This design comes from an exercise in tuning for small area on the open sky130 flow, not from production work.
Only simulation tests tie the RTL to the original design; equivalence was not proved.
Power and IR drop assume default switching activity.

==> flow/design.v (excerpt) <==
module lpddr5_device_responder #(
  parameter int BANKS = BANK_NUMBER,
  parameter int ROW_W = ROW_PER_BANK_GROUP_ADDRESS_WIDTH,
  parameter int COL_W = COL_WIDTH,
  parameter int DW    = DATA_WIDTH,
  localparam int BW   = $clog2(BANKS)
) (
  input  logic             clk,
  input  logic             rst,
  input  logic             cmd_valid,
  input  logic [2:0]       cmd,
  input  logic [BW-1:0]    cmd_bank,
  input  logic [ROW_W-1:0] cmd_row,
  input  logic [COL_W-1:0] cmd_col,
  output logic             rd_valid,
  output logic [DW-1:0]    rd_data,
  output logic             err_valid,
  output logic [2:0]       err_code,
  output logic             ref_overdue
);
For scale: roughly 860 cells after synthesis, ~380 flip-flops.
clock: 5.0 ns
lec_check: 0
abc_clock_period_in_ps: 100000
cap_margin: 5
core_margin: 2
core_utilization: 60
cts_buf_list: sky130_fd_sc_hd__clkbuf_8
cts_cluster_diameter: 50
cts_cluster_size: 16
slew_margin: 5
synth_hierarchical: 1
standard.sh (not shown) runs the stock make flow with config.mk's settings and CLKGATE_MAP_FILE= SYNTH_SCRIPT=/design/flow/synth_recipe.tcl, a recipe that flattens the netlist after the stock synthesis.
==> flow/flow/run.sh <==
#!/bin/bash
# Own layout flow: the standard ORFS flow (standard.sh), with two changes:
#  - input/output ports are buffered with buf_1 instead of the delay buffer
#    buffer_ports picks by default;
#  - clock tree synthesis inserts no dummy loads;
#  - timing-driven global placement does not keep the buffers its trial
#    repairs insert (the later repair steps still fix slew, load and timing).
# Everything else (synthesis, floorplan, power grid, taps, placement, routing)
# is the standard flow. Each tool's output goes to the logs under orfs/logs;
# the whole run's output is kept in flow_run.log.
set -euo pipefail
export BUFFER_PORTS_ARGS="-buffer_cell sky130_fd_sc_hd__buf_1"
export CTS_ARGS="-sink_clustering_enable -repair_clock_nets -dont_use_dummy_load -buf_list sky130_fd_sc_hd__clkbuf_4 -sink_clustering_size 10 -sink_clustering_max_diameter 55"
export GPL_KEEP_OVERFLOW=0
bash standard.sh finish > flow_run.log 2>&1
The baseline passed the timing, design-rule and antenna checks.
Edit:
==> flow/flow/run.sh (replaced) <==
#!/bin/bash
# Own layout flow: the standard ORFS flow (standard.sh), with two changes:
#  - input/output ports are buffered with buf_1 instead of the delay buffer
#    buffer_ports picks by default;
#  - clock tree synthesis inserts no dummy loads.
# Everything else (synthesis, floorplan, power grid, taps, placement, routing)
# is the standard flow. Each tool's output goes to the logs under orfs/logs;
# the whole run's output is kept in flow_run.log.
set -euo pipefail
export BUFFER_PORTS_ARGS="-buffer_cell sky130_fd_sc_hd__buf_1"
export CTS_ARGS="-sink_clustering_enable -repair_clock_nets -dont_use_dummy_load -buf_list sky130_fd_sc_hd__clkbuf_4 -sink_clustering_size 10 -sink_clustering_max_diameter 45"
bash standard.sh finish > flow_run.log 2>&1
Result: The changed run finished with timing, DRC and antenna clean; global-route usage decreases by 0.35 points; design area went up by about 0.8%; non-clock buffer count climbs by 16; flip-flop and latch count stays the same; total power hardly moves; wire length went down by 1.8%; via count barely changes; synthesized cell count stays the same; first-iteration DRC count rises by about 15%; die area is unchanged.
Edit:
--- a/flow/flow/run.sh
+++ b/flow/flow/run.sh
@@ -3,5 +3,7 @@
 #  - input/output ports are buffered with buf_1 instead of the delay buffer
 #    buffer_ports picks by default;
-#  - clock tree synthesis inserts no dummy loads.
+#  - clock tree synthesis inserts no dummy loads;
+#  - timing-driven global placement does not keep the buffers its trial
+#    repairs insert (the later repair steps still fix slew, load and timing).
 # Everything else (synthesis, floorplan, power grid, taps, placement, routing)
 # is the standard flow. Each tool's output goes to the logs under orfs/logs;
@@ -10,3 +12,4 @@
 export BUFFER_PORTS_ARGS="-buffer_cell sky130_fd_sc_hd__buf_1"
 export CTS_ARGS="-sink_clustering_enable -repair_clock_nets -dont_use_dummy_load -buf_list sky130_fd_sc_hd__clkbuf_4 -sink_clustering_size 10 -sink_clustering_max_diameter 45"
+export GPL_KEEP_OVERFLOW=0
 bash standard.sh finish > flow_run.log 2>&1
Outcome: The new run completed with no timing, DRC or antenna violations; setup slack gets worse by 610 ps; routed wire length rose by 2.9%; utilization fell by 0.44 points; cell count fell by 1.2%.
Edit:
==> flow/flow/run.sh (replaced) <==
#!/bin/bash
# Own layout flow: the standard ORFS flow (standard.sh), with two changes:
#  - input/output ports are buffered with buf_1 instead of the delay buffer
#    buffer_ports picks by default;
#  - clock tree synthesis inserts no dummy loads.
# Everything else (synthesis, floorplan, power grid, taps, placement, routing)
# is the standard flow. Each tool's output goes to the logs under orfs/logs;
# the whole run's output is kept in flow_run.log.
set -euo pipefail
export BUFFER_PORTS_ARGS="-buffer_cell sky130_fd_sc_hd__buf_1"
export CTS_ARGS="-sink_clustering_enable -repair_clock_nets -dont_use_dummy_load -buf_list sky130_fd_sc_hd__clkbuf_4 -sink_clustering_size 10 -sink_clustering_max_diameter 45"
bash standard.sh finish > flow_run.log 2>&1
- CORE_UTILIZATION: 60 -> 70
Result: Total power decreases by 0.74%; critical path depth decreases by 5; wire length hardly moves; global-route usage increases by 5.3 points; die area decreases by 14%; sequential cell count is unchanged; worst setup slack is better by 600 ps.

[re-timing with driven ports]
Ports are ideal in the flow. The routed layouts listed here were re-timed in OpenROAD. Step 1, drivers: a clkbuf_16 drives clk and a buf_2 each remaining input, both assumed. Step 2, shift: input delay + t, output delay - t, t = (earliest + latest rising clock arrival at the registers) / 2. This alone moves slack from input paths to output paths. a / b / c = ideal ports / drivers / drivers and shift; a / b = the first two.
run	t, ns	setup WS [ns]	hold slack, ns	worst register clock-pin slew, ns
the first run	0.683	0.374 / 0.390 / -0.293	0.325 / 0.325 / 0.325	0.11 / 0.11
the second run	0.696	0.944 / 0.903 / 0.413	0.326 / 0.326 / 0.326	0.11 / 0.11
the third run	0.688	0.336 / 0.355 / -0.333	0.319 / 0.319 / 0.319	0.11 / 0.11
the fourth run	0.696	0.937 / 0.897 / 0.438	0.334 / 0.334 / 0.334	0.11 / 0.11
Met with ideal ports but missed after step 2: setup timing in the first run and the third run. The setup slack of the third run, which loses most, moves by +0.019 ns with the drivers and by -0.669 ns with both steps.
